From an optimization exercise on the open Yosys and OpenROAD flow, aimed at small area; shortcuts taken in it are not production practice.
Only simulation tests tie the RTL to the original design; equivalence was not proved.
No activity file was given, so power comes from the tool's default toggle rates.

==> flow/design.v (outline; a module is shown in full before it is edited, if it fits) <==
// module fft_peak_detect: 851 lines
// module fpd_fa: 10 lines
// module fpd_ha: 9 lines
// module fpd_xn: 7 lines
// module fpd_or: 7 lines
// module fpd_xo: 7 lines
// module fpd_nr: 7 lines
module fft_peak_detect #(
    parameter int width   = 16,
    parameter int N_2     = 5,
    parameter int SKIP_DC = 1
) (
    input  logic                 clk,
    input  logic                 reset,
    input  logic                 in_valid,
    input  logic [2*width-1:0]   in_data,
    input  logic [2*width-1:0]   threshold,
    output logic                 busy,
    output logic                 result_valid,
    input  logic                 result_ack,
    output logic [N_2-1:0]       peak_idx,
    output logic [2*width-1:0]   peak_mag,
    output logic                 peak_found
);
  // ...
==> flow/flow/run.sh <==
#!/bin/bash
set -e
export BUFFER_PORTS_ARGS="-buffer_cell sky130_fd_sc_hd__buf_1"
export CTS_ARGS="-sink_clustering_enable -repair_clock_nets -dont_use_dummy_load -buf_list sky130_fd_sc_hd__clkbuf_4 -sink_clustering_size 12"
bash standard.sh > standard.log 2>&1
==> flow/standard.sh <==
#!/bin/bash
# synth_recipe.tcl (not shown) runs the flow's synth.tcl, then flattens the netlist and writes it again
# the make line also repeats each setting of config.mk as NAME=value (left out here)
make -C /OpenROAD-flow-scripts/flow DESIGN_CONFIG=/design/flow/config.mk WORK_HOME=/design/flow/orfs CLKGATE_MAP_FILE= SYNTH_SCRIPT=/design/flow/synth_recipe.tcl "${@:-finish}"
==> flow/config.mk <==
export PLATFORM = sky130hd
export DESIGN_NAME = fft_peak_detect
export DESIGN_NICKNAME = fft_peak_detect
export VERILOG_FILES = /design/flow/design.v
export SDC_FILE = /design/flow/constraint.sdc
export NUM_CORES = 4
export LEC_CHECK = 0
export CAP_MARGIN = 0
export CORE_MARGIN = 2
export CORE_UTILIZATION = 60
export SLEW_MARGIN = 0
export SYNTH_HIERARCHICAL = 1
==> flow/constraint.sdc <==
create_clock -name core_clock -period 8.0 [get_ports {clk}]
set_input_delay 1.6000 -clock core_clock [delete_from_list [all_inputs] [get_ports {clk}]]
set_output_delay 1.6000 -clock core_clock [all_outputs]
set_load 0.01 [all_outputs]
==> qor.csv, run 1 <==
stage;metric;value;unit
placement;RePlAce Congestion;0.904;
pwr;clock network power share;0.038;
pwr;final total power;4.10;mW
cells_and_area;commonest non-fill, non-tap cells in the layout;sky130_fd_sc_hd__nand2_1 (236), sky130_fd_sc_hd__fa_1 (211), sky130_fd_sc_hd__buf_1 (106), sky130_fd_sc_hd__inv_1 (83), sky130_fd_sc_hd__nor2_1 (82);
placement;cell area after placement;10700;um^2
placement;pre-CTS setup slack;497;ps
synth;Yosys warning count;7;
global_route;maximum number of pins on one net before global-route repair;37;
die;core footprint;16400;um^2
setup_path;arrival time of the worst setup path;7430;ps
die;tap cells;220;
synth;mapped cell area;9930;um^2
setup_path;Levels on crit path;20;
setup_path;endpoint kind of the worst setup timing path;flop;
pwr;clock distribution power;156;uW
setup_path;length in cells of the worst reg-to-reg path;8;
hold_path;worst hold path type;flop to flop;
routing;wire per inst;17.6;um
synth;flip-flop cell with the highest count after synthesis;sky130_fd_sc_hd__dfxtp_1;
cts;clock-pin transition on the worst setup and hold timing paths;110;ps
placement;total instance count after detailed placement;1324;
cells_and_area;proportion of cell area occupied by multi-input gates;0.704;
cells_and_area;registers with the most flip-flops;r_mag: 32 flops, r_max_mag: 32 flops, r_pos: 6 flops;
synth;Mapped Avg Cell Area;9.92;um^2
outcome;run status;timing/DRC/antenna clean;
global_route;met1 layer usage reported by global route;0.404;
==> inputs of run 2 (changes only) <==
==> flow/flow/run.sh (replaced) <==
#!/bin/bash
set -e
export BUFFER_PORTS_ARGS="-buffer_cell sky130_fd_sc_hd__buf_1"
export CTS_ARGS="-sink_clustering_enable -repair_clock_nets -dont_use_dummy_load -buf_list sky130_fd_sc_hd__clkbuf_8 -sink_clustering_size 20"
bash standard.sh > standard.log 2>&1
==> run 2 against run 1 <==
Clock power is 35% higher. Critical path depth stayed put. Utilization grew 0.33 points. Area after synthesis unchanged. Sequential share of layout area down 0.086 points. Sequential power about the same. Register-to-register slack worse by 30 ps. Global-route usage about the same. Wire length rose by 0.38%. First-iteration DRC count is 3.9% lower. Power up 1.6%. Synthesized cell count unchanged. Critical path type unchanged. Critical endpoint unchanged.
==> qor.csv, run 2 <==
stage;metric;value;unit;change
synth;Yosys warning count;7;;unchanged
die;initial core utilization;0.605;;
hold_path;Hold Path End;r_max_mag[13];;
setup_path;CP most frequent cell;sky130_fd_sc_hd__fa_1;;
pwr;P per Cell Area;384;nW/um^2;
synth;post-synthesis async set-or-reset flop share;0;;
cts;total clock buffers created by CTS;9;;
placement;placed wire-length estimate after detailed placement;20200;um;
pwr;logic gate share of total power;0.784;;
cts;clock tree sinks;76;;
synth;leading cell type by number of instances after synthesis;sky130_fd_sc_hd__nand2_1;;
hold_path;Hold Startpoint;r_mag[13];;
pwr;Power Internal;2.21;mW;
placement;input/output buffers;106;;
routing;met3 routed WL;1850;um;
synth;area share of the largest cell type after synthesis;0.425;;
synth;leading post-synthesis cells by instance count;sky130_fd_sc_hd__nand2_1 (236), sky130_fd_sc_hd__fa_1 (211), sky130_fd_sc_hd__inv_1 (83);;
synth;count of cell types in the netlist;60;;
cts;Max H-tree Level;3;;
global_route;wire length of the first global-routing pass;38700;um;
die;core footprint;16400;um^2;unchanged
synth;instance count of the mapped netlist;1001;;
die;number of I/O pins;108;;
setup_path;length in cells of the worst reg-to-reg path;8;;unchanged
synth;synthesized flop and latch total;76;;
timing;Final min period;7140;ps;
routing;Via-to-Cell Ratio;5.53;;
synth;flip-flop cell with the highest count after synthesis;sky130_fd_sc_hd__dfxtp_1;;
routing;Final Routed Wirelength;23500;um;
cells_and_area;Diodes inserted;0;;
cells_and_area;fraction of final layout cells with drive strength greater than 1;0.0494;;
synth;number of enable-type register cells in the synthesized netlist;36;;
cells_and_area;registers with the most flip-flops;r_mag: 32 flops, r_max_mag: 32 flops, r_pos: 6 flops;;
cts;count of hold buffers inserted by post-cts repair;0;;
setup_path;combined buffer and inverter count along the critical path;1;;
cells_and_area;number of nets in the layout;1415;;
timing;clock skew after layout;15.9;ps;
timing;setup repair after global routing missed its margin;false;;
synth;top post-synthesis cells by area;sky130_fd_sc_hd__fa_1 (43%), sky130_fd_sc_hd__edfxtp_1 (11%), sky130_fd_sc_hd__nand2_1 (8.9%), sky130_fd_sc_hd__dfxtp_1 (8.1%), sky130_fd_sc_hd__inv_1 (3.1%);;
timing;Finish-stage setup viols;0;;
cts;clock-pin transition on the worst setup and hold timing paths;70;ps;-40 ps
synth;mapped cell area;9930;um^2;unchanged
routing;first-pass detailed-route iteration total;5;;
cts;number of buffers on the longest clock path;2;;
setup_path;top cell family by delay on the critical path;adder cells;;
die;die height;133;um;
timing;headroom to the max-slew limit;0.231;;
routing;top sig layer;met4;;
setup_path;cell type of the slowest stage on the worst timing path;sky130_fd_sc_hd__fa_1;;
setup_path;CP Cell Sequence;buf_1 > nand2_1 > fa_1 > fa_1 > fa_1 > fa_1 > fa_1 > fa_1 > xor2_1 > a211oi_1 > nand2_1 > a221oi_1 > o211ai_1 > a41o_1 > o31a_1 > a21boi_1 > o21ai_1 > ha_1 > nor2_1 > xnor2_1;;
die;Die W;133;um;
job;reported max-cap violation count;0;;
cts;CTS resizes;0;;
pwr;switching power summed over all nets;1.95;mW;
setup_path;Slowest Stage Delay on Critical Path;590;ps;
setup_path;Levels on crit path;20;;unchanged
timing;Peak Freq;140;MHz;
pwr;sequential share of power;0.165;;
hold_path;worst hold path type;flop to flop;;
setup_path;Crit Path Class;primary input to flop;;
outcome;run status;timing/DRC/antenna clean;;
global_route;GRT Total Usage;0.283;;
setup_path;startpoint class of the critical path;primary input;;
routing;count of vias placed by the detailed router;7375;;
timing;final count of hold timing violations;0;;
pwr;leakage power of the design;4.17;nW;
synth;leading area contributor after synthesis;sky130_fd_sc_hd__fa_1;;
pwr;switching power as a share of total power;0.468;;
setup_path;minimum setup slack among reg-to-reg paths;4470;ps;
cts;buffers inserted during post-CTS setup optimization;0;;
routing;number of nets still failing antenna checks after routing;0;;
global_route;maximum number of pins on one net before global-route repair;37;;unchanged
timing;transition time at the pin with the least slew margin;1150;ps;
cts;root buffer selected by CTS;sky130_fd_sc_hd__clkbuf_8;;
hold_path;cell depth of the worst min-delay path;0;;
cells_and_area;most common library cell in the layout ignoring fill and taps;sky130_fd_sc_hd__nand2_1;;
setup_path;endpoint kind of the worst setup timing path;flop;;
cts;worst-skew pair later-pin latency;340;ps;
cts;TritonCTS clock tree;yes;;
synth;Synth Net Count;1301;;
timing;setup TNS;0;ps;
global_route;number of global-route vias before repair;7657;;
global_route;number of antenna violations at the first check in global routing;0;;
pwr;worst vdd ir;334;uV;
die;Rows;47;;
die;overall die area;17600;um^2;
cells_and_area;total of fill cells in the finished design;1426;;
setup_path;reg-to-reg startpoint;r_max_mag[12];;
setup_path;maximum fanout along the worst path;10;;
cells_and_area;post-synthesis to final-layout area growth;9.24;%;
global_route;global route overflow;0;;
setup_path;arrival time of the worst setup path;7410;ps;-20 ps
setup_path;worst endpoint required time;8280;ps;
synth;fraction of the yosys area taken by sequential cells;0.189;;
pwr;final total power;4.16;mW;+1.6%
setup_path;capture point of the worst reg-to-reg path;r_max_mag[1];;
routing;wire per inst;17.6;um;+0.46%
cells_and_area;commonest non-fill, non-tap cells in the layout;sky130_fd_sc_hd__nand2_1 (236), sky130_fd_sc_hd__fa_1 (211), sky130_fd_sc_hd__buf_1 (106), sky130_fd_sc_hd__inv_1 (83), sky130_fd_sc_hd__nor2_1 (82);;
routing;violation count after the first detailed-route iteration;495;;
timing;final clock period utilization by the worst path;0.892;;
routing;met2 wire length;10500;um;
routing;DRC;0;;
pwr;clock network power share;0.051;;+0.013
routing;detailed-route wire length on metal 1;10400;um;
timing;Final Max Tran Viols;0;;
placement;RePlAce Congestion;0.904;;unchanged
synth;Mapped Avg Cell Area;9.92;um^2;unchanged
## run 2: changes by cell type in the layout (fill, tap and decap cells not counted)
| cell | previous run | this run |
|---|---|---|
| sky130_fd_sc_hd__clkbuf_4 | 9 | 0 |
| sky130_fd_sc_hd__diode_2 | 1 | 0 |
| sky130_fd_sc_hd__clkbuf_8 | 0 | 9 |
## run 2: routing by layer
metal,vias up,GRT usage
li1,3381,-
met1,3654,0.404
met2,304,0.440
met3,36,0.0525
met4,0,0.103
met5,-,0
## run 2: kinds of logic after synthesis
| family | after synthesis | share of synthesized area |
|---|---|---|
| adder cells (fa/ha/maj) | 256 | 0.477 |
| other | 1 | 0.000378 |
| AO/OA/AOI/OAI | 96 | 0.0687 |
| flip-flops | 76 | 0.189 |
| buffers and inverters | 121 | 0.0461 |
| AND/OR/NAND/NOR | 391 | 0.166 |
| XOR/XNOR | 60 | 0.0529 |
## run 2: worst reg2reg max path: stages, from the launching register on
cell,delay [ps]
sky130_fd_sc_hd__edfxtp_1,420
sky130_fd_sc_hd__inv_1,120
sky130_fd_sc_hd__nor2_1,60
sky130_fd_sc_hd__maj3_1,350
sky130_fd_sc_hd__a2111oi_0,670
sky130_fd_sc_hd__nand3_1,180
sky130_fd_sc_hd__o21ai_1,270
sky130_fd_sc_hd__a2111oi_1,160
sky130_fd_sc_hd__o21ai_4,900
## run 2: metrics by stage
step	area, um^2	hold WS, ps	std cells	worst slack, ps	util
2_1_floorplan	9930	401	1001	979	-
3_3_place_gp	10700	413	1324	637	0.654
3_5_place_dp	10700	419	1324	497	0.654
4_1_cts	10800	435	1333	874	0.661
5_1_grt	10800	443	1333	509	0.661
6_report	10800	430	1333	863	0.661
## run 2: final cells by class
class,instances,area [um^2],share of cell area
multi-input combinational,804,7600,0.701
sequential,76,1880,0.173
timing repair buffer,139,646,0.0595
tap,220,275,0.0254
clock buffer,9,124,0.0114
inverter,85,319,0.0294
## run 2: worst max-delay path by stage
stage	start	end	slack [ps]
after CTS	in_data[27]	r_mag[31]	870
after global routing	in_data[27]	r_mag[31]	510
after detailed placement	in_data[27]	r_mag[31]	500
after global placement	in_data[27]	r_mag[31]	640
final	in_data[27]	r_mag[31]	860
after floorplan	in_data[29]	r_mag[31]	980
## run 2: power by group through the flow
| stage | sequential [mW] | clock [mW] | combinational, mW |
|---|---|---|---|
| 2_1_floorplan | 0.685 | 0 | 2.54 |
| 3_3_place_gp | 0.693 | 0 | 3.19 |
| 3_5_place_dp | 0.698 | 0 | 3.26 |
| 4_1_cts | 0.689 | 0.223 | 3.29 |
| 5_1_grt | 0.703 | 0.235 | 3.73 |
| 6_report | 0.688 | 0.211 | 3.26 |
## run 2: per-module statistics from Yosys, one instance, submodules excluded
module	flip-flops and latches	area [um^2]
fpd_ha	0	12.5
fpd_or	0	6.26
fft_peak_detect	76	5090
fpd_xn	0	8.76
fpd_nr	0	3.75
fpd_fa	0	20.0
fpd_xo	0	8.76
==> inputs of run 3 (changes only) <==
--- a/flow/config.mk
+++ b/flow/config.mk
@@ -8,5 +8,6 @@
 export CAP_MARGIN = 0
 export CORE_MARGIN = 2
 export CORE_UTILIZATION = 60
+export GPL_TIMING_DRIVEN = 0
 export SLEW_MARGIN = 0
 export SYNTH_HIERARCHICAL = 1
==> run 3 against run 2 <==
Still clean on timing, DRC and antenna. Power fell by 0.62%. Setup slack got worse by 370 ps. Clock power barely moved. Critical path depth rose by 1. Register-to-register slack improved by 480 ps. Largest power group unchanged. Highest routed layer unchanged.
==> qor.csv, run 3 <==
stage;metric;value;unit;change
outcome;run status;timing/DRC/antenna clean;;
synth;count of cell types in the netlist;60;;unchanged
setup_path;cell type of the slowest stage on the worst timing path;sky130_fd_sc_hd__fa_1;;
synth;post-synthesis mux area share;0;;unchanged
routing;DRC;0;;unchanged
setup_path;maximum fanout along the worst path;10;;unchanged
synth;post-synthesis xor/xnor area fraction;0.0529;;unchanged
setup_path;minimum setup slack among reg-to-reg paths;4950;ps;+480 ps
setup_path;CP most frequent cell;sky130_fd_sc_hd__fa_1;;
global_route;GRT Total Usage;0.270;;-0.0127
routing;Via-to-Cell Ratio;5.44;;-1.6%
die;die height;133;um;unchanged
routing;violation count after the first detailed-route iteration;455;;-8.1%
cells_and_area;post-synthesis to final-layout area growth;8.34;%;
synth;synthesized flop and latch total;76;;unchanged
synth;mapped cell area;9930;um^2;unchanged
placement;cell area after placement;10600;um^2;-0.83%
cts;buffers inserted during post-CTS setup optimization;0;;unchanged
cts;Max H-tree Level;3;;unchanged
synth;largest family of logic cells by synthesized area;adder cells;;
routing;Final Routed Wirelength;22600;um;-3.7%
global_route;wire length of the first global-routing pass;37200;um;-4.0%
timing;smallest hold slack;426;ps;-4.78 ps
placement;pre-CTS setup slack;123;ps;-374 ps
cells_and_area;total of fill cells in the finished design;1414;;-0.84%
synth;leading post-synthesis cells by instance count;sky130_fd_sc_hd__nand2_1 (236), sky130_fd_sc_hd__fa_1 (211), sky130_fd_sc_hd__inv_1 (83);;
setup_path;arrival time of the worst setup path;7780;ps;+370 ps
global_route;maximum number of pins on one net before global-route repair;30;;-19%
timing;setup TNS;0;ps;unchanged
setup_path;worst endpoint required time;8270;ps;about the same
synth;area share of the largest cell type after synthesis;0.425;;unchanged
placement;placed wire-length estimate after detailed placement;19800;um;-2.3%
global_route;number of antenna violations at the first check in global routing;0;;unchanged
cells_and_area;number of nets in the layout;1419;;+0.28%
die;core footprint;16400;um^2;unchanged
synth;leading area contributor after synthesis;sky130_fd_sc_hd__fa_1;;
die;initial core utilization;0.605;;unchanged
pwr;worst vdd ir;219;uV;-35%
timing;Final Max Tran Viols;0;;unchanged
routing;count of vias placed by the detailed router;7276;;-1.3%
timing;final clock period utilization by the worst path;0.939;;+0.0466
setup_path;startpoint class of the critical path;primary input;;
placement;total instance count after detailed placement;1328;;+0.30%
timing;headroom to the max-slew limit;0.497;;+0.266
cts;root buffer selected by CTS;sky130_fd_sc_hd__clkbuf_8;;
setup_path;capture point of the worst reg-to-reg path;r_max_mag[15];;
routing;wire per inst;16.9;um;-4.0%
cts;worst-skew pair later-pin latency;350;ps;about the same
hold_path;worst hold path type;flop to flop;;
cts;number of buffers on the longest clock path;2;;unchanged
synth;number of enable-type register cells in the synthesized netlist;36;;unchanged
cts;clock tree sinks;76;;unchanged
cts;CTS resizes;0;;unchanged
placement;input/output buffers;106;;unchanged
routing;number of nets still failing antenna checks after routing;0;;unchanged
hold_path;Hold Path End;r_max_mag[0];;
cells_and_area;post-route non-filler standard cell count;1337;;+0.30%
cells_and_area;registers with the most flip-flops;r_mag: 32 flops, r_max_mag: 32 flops, r_pos: 6 flops;;
setup_path;length in cells of the worst reg-to-reg path;9;;+1
setup_path;CP Cell Sequence;buf_1 > clkbuf_1 > nand2_1 > fa_1 > fa_1 > fa_1 > fa_1 > fa_1 > fa_1 > xor2_1 > a211oi_1 > nand2_1 > a221oi_1 > o211ai_1 > a41o_1 > o31a_1 > a21boi_1 > o21ai_1 > ha_1 > nor2_1 > xnor2_1;;
cells_and_area;fin util;0.656;;-0.00541
routing;first-pass detailed-route iteration total;4;;-1
cells_and_area;fraction of final layout cells with drive strength greater than 1;0.0215;;-0.0279
setup_path;reg-to-reg startpoint;r_max_mag[12];;
synth;compound-gate portion of the synthesized area;0.0687;;unchanged
timing;Peak Freq;133;MHz;-5.0%
pwr;P per Cell Area;384;nW/um^2;+0.20%
timing;final count of hold timing violations;0;;unchanged
synth;Yosys warning count;7;;unchanged
cells_and_area;most common library cell in the layout ignoring fill and taps;sky130_fd_sc_hd__nand2_1;;
cts;TritonCTS clock tree;yes;;
cts;total clock buffers created by CTS;9;;unchanged
placement;RePlAce Congestion;0.891;;-1.4%
cells_and_area;final instance area;10800;um^2;-0.82%
timing;Finish-stage setup viols;0;;unchanged
cells_and_area;Diodes inserted;0;;unchanged
die;Die W;133;um;unchanged
synth;adder and majority cell fraction of the synthesized area;0.477;;unchanged
timing;clock skew after layout;31.5;ps;+15.5 ps
timing;Final min period;7510;ps;+373 ps
hold_path;Hold Startpoint;r_mag[0];;
global_route;number of global-route vias before repair;7410;;-3.2%
synth;post-synthesis async set-or-reset flop share;0;;unchanged
synth;Mapped Avg Cell Area;9.92;um^2;unchanged
hold_path;cell depth of the worst min-delay path;0;;unchanged
synth;flip-flop cell with the highest count after synthesis;sky130_fd_sc_hd__dfxtp_1;;
die;number of I/O pins;108;;unchanged
setup_path;endpoint kind of the worst setup timing path;flop;;
cts;clock-pin transition on the worst setup and hold timing paths;70;ps;about the same
global_route;global route overflow;0;;unchanged
timing;transition time at the pin with the least slew margin;735;ps;-414 ps
synth;fraction of the yosys area taken by sequential cells;0.189;;unchanged
pwr;final total power;4.13;mW;-0.62%
pwr;leakage power of the design;4.07;nW;-2.5%
timing;setup slack of the critical path after layout;490;ps;-373 ps
timing;setup repair after global routing missed its margin;false;;
die;overall die area;17600;um^2;unchanged
setup_path;Crit Path Class;primary input to flop;;
setup_path;Slowest Stage Delay on Critical Path;590;ps;about the same
cells_and_area;commonest non-fill, non-tap cells in the layout;sky130_fd_sc_hd__nand2_1 (236), sky130_fd_sc_hd__fa_1 (211), sky130_fd_sc_hd__buf_1 (108), sky130_fd_sc_hd__inv_1 (83), sky130_fd_sc_hd__nor2_1 (82);;
die;Rows;47;;unchanged
cts;count of hold buffers inserted by post-cts repair;0;;unchanged
synth;post-synthesis share of cell area spent on and, or, nand and nor gates;0.166;;unchanged
job;reported max-cap violation count;0;;unchanged
synth;top post-synthesis cells by area;sky130_fd_sc_hd__fa_1 (43%), sky130_fd_sc_hd__edfxtp_1 (11%), sky130_fd_sc_hd__nand2_1 (8.9%), sky130_fd_sc_hd__dfxtp_1 (8.1%), sky130_fd_sc_hd__inv_1 (3.1%);;
synth;Synth Net Count;1301;;unchanged
synth;leading cell type by number of instances after synthesis;sky130_fd_sc_hd__nand2_1;;
synth;instance count of the mapped netlist;1001;;unchanged
## run 3: metal layers
metal / GRT usage / share of wire
met5: 0 / 0
met4: 0.0705 / 0.020
met3: 0.0395 / 0.064
met2: 0.432 / 0.45
met1: 0.394 / 0.46
## run 3: where the power goes
part / switching (mW) / leakage (nW) / total, mW / internal [mW]
sequential: 0.0743 / 0.662 / 0.688 / 0.614
combinational: 1.74 / 3.34 / 3.23 / 1.49
clock: 0.113 / 0.0647 / 0.213 / 0.100
total: 1.93 / 4.07 / 4.13 / 2.20
## run 3: kinds of logic after synthesis
group | count (synthesis)
compound gates | 96
flops | 76
fa+ha+maj | 256
simple gates | 391
buf+inv | 121
other cells | 1
xor+xnor | 60
## run 3: worst max-delay path by stage
stage                            from  slack [ps]  cells past startpoint   endpoint
after floorplan           in_data[29]         980                     20  r_mag[31]
after global routing      in_data[29]         130                     21  r_mag[31]
after global placement    in_data[18]         170                     21  r_mag[31]
final                     in_data[18]         490                     21  r_mag[31]
after detailed placement  in_data[18]         120                     21  r_mag[31]
after CTS                 in_data[18]         500                     21  r_mag[31]
## run 3: layout make-up
class                      instances  area [um^2]  share of cell area
multi-input combinational        804         7600               0.707
inverter                          85          319              0.0297
clock buffer                       9          124              0.0115
buffer                            36          139              0.0129
sequential                        76         1880               0.175
tap                              220          275              0.0256
timing repair buffer             107          418              0.0388
## run 3: modules after synthesis, one instance, submodules excluded
| module | cells | cell area [um^2] | times used | flops+latches |
|---|---|---|---|---|
| fpd_ha | 1 | 12.5 | 1 | 0 |
| fpd_fa | 1 | 20.0 | 211 | 0 |
| fft_peak_detect | 700 | 5090 | 1 | 76 |
| fpd_nr | 1 | 3.75 | 27 | 0 |
| fpd_xo | 1 | 8.76 | 28 | 0 |
| fpd_or | 1 | 6.26 | 17 | 0 |
| fpd_xn | 1 | 8.76 | 17 | 0 |
## run 3: critical path, delay by kind of cell
| kind | cells | cell delay, ps |
|---|---|---|
| AND/OR/NAND/NOR | 3 | 360 |
| buffers and inverters | 2 | 720 |
| adder cells (fa/ha/maj) | 7 | 3150 |
| AO/OA/AOI/OAI | 7 | 1610 |
| XOR/XNOR | 2 | 340 |
==> inputs of run 4 (changes only) <==
==> flow/flow/run.sh (replaced) <==
#!/bin/bash
set -e
export BUFFER_PORTS_ARGS="-buffer_cell sky130_fd_sc_hd__buf_1"
export CTS_ARGS="-sink_clustering_enable -repair_clock_nets -dont_use_dummy_load -buf_list sky130_fd_sc_hd__clkbuf_4 -sink_clustering_size 8"
bash standard.sh > standard.log 2>&1
--- a/flow/config.mk
+++ b/flow/config.mk
@@ -8,6 +8,5 @@
 export CAP_MARGIN = 0
 export CORE_MARGIN = 2
 export CORE_UTILIZATION = 60
-export GPL_TIMING_DRIVEN = 0
 export SLEW_MARGIN = 0
 export SYNTH_HIERARCHICAL = 1
==> run 4 against run 3 <==
Critical path depth decreased by 1. Register-to-register slack worse by 450 ps. Design area rose by 0.33%. Critical endpoint unchanged. Highest routed layer unchanged.
==> qor.csv, run 4 <==
stage;metric;value;unit;change
synth;area share of the largest cell type after synthesis;0.425;;unchanged
synth;number of enable-type register cells in the synthesized netlist;36;;unchanged
cts;clock-pin transition on the worst setup and hold timing paths;110;ps;+40 ps
setup_path;minimum setup slack among reg-to-reg paths;4500;ps;-450 ps
synth;mapped cell area;9930;um^2;unchanged
die;Die W;133;um;unchanged
die;die height;133;um;unchanged
routing;Final Routed Wirelength;23400;um;+3.5%
routing;first-pass detailed-route iteration total;5;;+1
timing;Final Max Tran Viols;0;;unchanged
placement;RePlAce Congestion;0.904;;+1.4%
routing;wire per inst;17.6;um;+3.7%
hold_path;Hold Startpoint;r_mag[13];;
timing;setup repair after global routing missed its margin;false;;
routing;violation count after the first detailed-route iteration;515;;+13%
routing;DRC;0;;unchanged
cts;number of buffers on the longest clock path;2;;unchanged
timing;final clock period utilization by the worst path;0.885;;-0.0536
hold_path;cell depth of the worst min-delay path;0;;unchanged
cts;count of hold buffers inserted by post-cts repair;0;;unchanged
die;core footprint;16400;um^2;unchanged
setup_path;arrival time of the worst setup path;7430;ps;-350 ps
cts;TritonCTS clock tree;yes;;
synth;compound-gate portion of the synthesized area;0.0687;;unchanged
cells_and_area;most common library cell in the layout ignoring fill and taps;sky130_fd_sc_hd__nand2_1;;
synth;leading area contributor after synthesis;sky130_fd_sc_hd__fa_1;;
synth;Yosys warning count;7;;unchanged
cells_and_area;registers with the most flip-flops;r_mag: 32 flops, r_max_mag: 32 flops, r_pos: 6 flops;;
cts;worst-skew pair later-pin latency;410;ps;+60 ps
synth;synthesized flop and latch total;76;;unchanged
cts;CTS resizes;0;;unchanged
timing;transition time at the pin with the least slew margin;1150;ps;+417 ps
cells_and_area;fin util;0.658;;+0.00214
setup_path;CP Cell Sequence;buf_1 > nand2_1 > fa_1 > fa_1 > fa_1 > fa_1 > fa_1 > fa_1 > xor2_1 > a211oi_1 > nand2_1 > a221oi_1 > o211ai_1 > a41o_1 > o31a_1 > a21boi_1 > o21ai_1 > ha_1 > nor2_1 > xnor2_1;;
synth;post-synthesis share of cell area spent on and, or, nand and nor gates;0.166;;unchanged
routing;Via-to-Cell Ratio;5.50;;+1.1%
setup_path;endpoint kind of the worst setup timing path;flop;;
cells_and_area;post-route non-filler standard cell count;1334;;-0.22%
routing;number of nets still failing antenna checks after routing;0;;unchanged
timing;final count of hold timing violations;0;;unchanged
job;reported max-cap violation count;0;;unchanged
pwr;leakage power of the design;4.15;nW;+2.0%
global_route;global route overflow;0;;unchanged
hold_path;worst hold path type;flop to flop;;
cts;buffers inserted during post-CTS setup optimization;0;;unchanged
synth;adder and majority cell fraction of the synthesized area;0.477;;unchanged
synth;largest family of logic cells by synthesized area;adder cells;;
cells_and_area;commonest non-fill, non-tap cells in the layout;sky130_fd_sc_hd__nand2_1 (236), sky130_fd_sc_hd__fa_1 (211), sky130_fd_sc_hd__buf_1 (106), sky130_fd_sc_hd__inv_1 (83), sky130_fd_sc_hd__nor2_1 (82);;
synth;flip-flop cell with the highest count after synthesis;sky130_fd_sc_hd__dfxtp_1;;
outcome;run status;timing/DRC/antenna clean;;
cells_and_area;post-synthesis to final-layout area growth;8.69;%;
die;initial core utilization;0.605;;unchanged
cells_and_area;fraction of final layout cells with drive strength greater than 1;0.0494;;+0.0279
setup_path;startpoint class of the critical path;primary input;;
timing;Final min period;7080;ps;-429 ps
setup_path;Slowest Stage Delay on Critical Path;600;ps;about the same
cts;total clock buffers created by CTS;9;;unchanged
global_route;maximum number of pins on one net before global-route repair;37;;+23%
timing;headroom to the max-slew limit;0.229;;-0.268
synth;Mapped Avg Cell Area;9.92;um^2;unchanged
placement;placed wire-length estimate after detailed placement;20200;um;+2.3%
cells_and_area;number of nets in the layout;1415;;-0.28%
die;overall die area;17600;um^2;unchanged
placement;total instance count after detailed placement;1324;;-0.30%
synth;post-synthesis async set-or-reset flop share;0;;unchanged
pwr;final total power;4.10;mW;-0.93%
synth;post-synthesis xor/xnor area fraction;0.0529;;unchanged
setup_path;reg-to-reg startpoint;r_max_mag[12];;
setup_path;cell type of the slowest stage on the worst timing path;sky130_fd_sc_hd__fa_1;;
synth;Synth Net Count;1301;;unchanged
die;Rows;47;;unchanged
setup_path;maximum fanout along the worst path;10;;unchanged
synth;count of cell types in the netlist;60;;unchanged
cts;root buffer selected by CTS;sky130_fd_sc_hd__clkbuf_4;;
die;number of I/O pins;108;;unchanged
setup_path;Crit Path Class;primary input to flop;;
global_route;number of global-route vias before repair;7652;;+3.3%
synth;leading cell type by number of instances after synthesis;sky130_fd_sc_hd__nand2_1;;
pwr;P per Cell Area;379;nW/um^2;-1.2%
synth;post-synthesis mux area share;0;;unchanged
routing;count of vias placed by the detailed router;7342;;+0.91%
timing;Peak Freq;141;MHz;+6.1%
synth;fraction of the yosys area taken by sequential cells;0.189;;unchanged
timing;setup TNS;0;ps;unchanged
timing;clock skew after layout;25.5;ps;-5.95 ps
synth;instance count of the mapped netlist;1001;;unchanged
synth;leading post-synthesis cells by instance count;sky130_fd_sc_hd__nand2_1 (236), sky130_fd_sc_hd__fa_1 (211), sky130_fd_sc_hd__inv_1 (83);;
global_route;GRT Total Usage;0.283;;+0.0123
cts;Max H-tree Level;3;;unchanged
setup_path;worst endpoint required time;8350;ps;+80 ps
synth;top post-synthesis cells by area;sky130_fd_sc_hd__fa_1 (43%), sky130_fd_sc_hd__edfxtp_1 (11%), sky130_fd_sc_hd__nand2_1 (8.9%), sky130_fd_sc_hd__dfxtp_1 (8.1%), sky130_fd_sc_hd__inv_1 (3.1%);;
global_route;wire length of the first global-routing pass;38700;um;+4.1%
pwr;worst vdd ir;321;uV;+47%
hold_path;Hold Path End;r_max_mag[13];;
cts;clock tree sinks;76;;unchanged
placement;input/output buffers;106;;unchanged
global_route;number of antenna violations at the first check in global routing;1;;+1
timing;Finish-stage setup viols;0;;unchanged
setup_path;capture point of the worst reg-to-reg path;r_max_mag[14];;
setup_path;CP most frequent cell;sky130_fd_sc_hd__fa_1;;
setup_path;length in cells of the worst reg-to-reg path;8;;-1
-- run 4: changes by cell type in the layout (fill, tap and decap cells not counted) --
cell                       previous run  this run
sky130_fd_sc_hd__clkbuf_4             0         9
sky130_fd_sc_hd__buf_1              108       106
sky130_fd_sc_hd__clkbuf_8             9         0
sky130_fd_sc_hd__buf_4                1        33
sky130_fd_sc_hd__diode_2              0         1
sky130_fd_sc_hd__buf_12               1         0
sky130_fd_sc_hd__clkbuf_1            33         0
-- run 4: power by group --
part           switching [mW]  internal, mW  total [mW]
Combinational            1.76          1.50        3.25
Clock                   0.104        0.0523       0.156
Sequential             0.0734         0.614       0.687
-- run 4: per-stage QoR --
step | area (um^2) | hold WS, ps | setup WS (ps)
after floorplan | 9930 | 401 | 979
after CTS | 10800 | 442 | 962
after global placement | 10700 | 413 | 637
after detailed placement | 10700 | 419 | 497
after global routing | 10800 | 452 | 603
final | 10800 | 435 | 919
-- run 4: logic make-up (layout without fill, tap and decap cells) --
family | count (synthesis) | count (layout)
buffers and inverters | 121 | 233
other | 1 | 2
adders and majority gates | 256 | 256
DFF | 76 | 76
and+or+nand+nor | 391 | 391
xor gates and xnor gates | 60 | 60
AOI/OAI and AO/OA | 96 | 96
-- run 4: per-layer routing --
| layer | part of all wire | vias to the layer above | track usage |
|---|---|---|---|
| met2 | 0.45 | 290 | 0.438 |
| li1 | - | 3390 | - |
| met5 | 0 | - | 0 |
| met1 | 0.45 | 3620 | 0.404 |
| met4 | 0.034 | 0 | 0.105 |
| met3 | 0.069 | 42 | 0.0517 |
-- run 4: modules after synthesis (local to each module, per instance) --
module	area [um^2]	copies in the design
fpd_fa	20.0	211
fpd_xo	8.76	28
fpd_nr	3.75	27
fft_peak_detect	5090	1
fpd_or	6.26	17
fpd_ha	12.5	1
fpd_xn	8.76	17
-- run 4: worst max path at each step --
stage,start,endpoint,slack [ps],cells past startpoint
2_1_floorplan,in_data[29],r_mag[31],980,20
3_3_place_gp,in_data[27],r_mag[31],640,20
3_5_place_dp,in_data[27],r_mag[31],500,20
4_1_cts,in_data[27],r_mag[31],960,20
5_1_grt,in_data[27],r_mag[31],600,20
6_report,in_data[27],r_mag[31],920,20
-- run 4: layout make-up --
| class | count | area [um^2] |
|---|---|---|
| fill | 1431 | 5610 |
| clock buffer | 9 | 67.6 |
| sequential | 76 | 1880 |
| antenna | 1 | 2.50 |
| timing repair buffer | 139 | 646 |
| multi-input combinational | 804 | 7600 |
| inverter | 85 | 319 |
| tap | 220 | 275 |
-- run 4: worst max-delay path: cells and delay by family --
family / cells / cell delay, ps
AOI/OAI and AO/OA: 7 / 1560
buffers and inverters: 1 / 360
adders and majority gates: 7 / 3200
xor gates and xnor gates: 2 / 330
and+or+nand+nor: 3 / 360

==> re-timing with driven ports <==
How much do the figures lean on ideal ports? The routed layouts below were timed once more, with nothing changed but the port constraints.
Step 1 assumes that a clkbuf_16 drives the clock port and a buf_2 every other input.
Step 2 adds t to the input delays and takes it off the output delays; t is the mean of the earliest and latest rising clock arrival at the registers after step 1. Input paths then give back, and output paths get back, about the clock's delay inside the block.
Three values: no drivers, after step 1, after step 2; two values: the first two.
run | t (ns) | slack for setup (ns) | latest minus earliest clock arrival (ns)
run 1 | 0.427 | 0.919 / 0.930 / 0.503 | 0.026 / 0.026
run 2 | 0.364 | 0.863 / 0.872 / 0.508 | 0.016 / 0.016
run 3 | 0.369 | 0.490 / 0.501 / 0.132 | 0.032 / 0.032
run 4 | 0.427 | 0.919 / 0.930 / 0.503 | 0.026 / 0.026
After both steps every run listed still meets setup and hold.
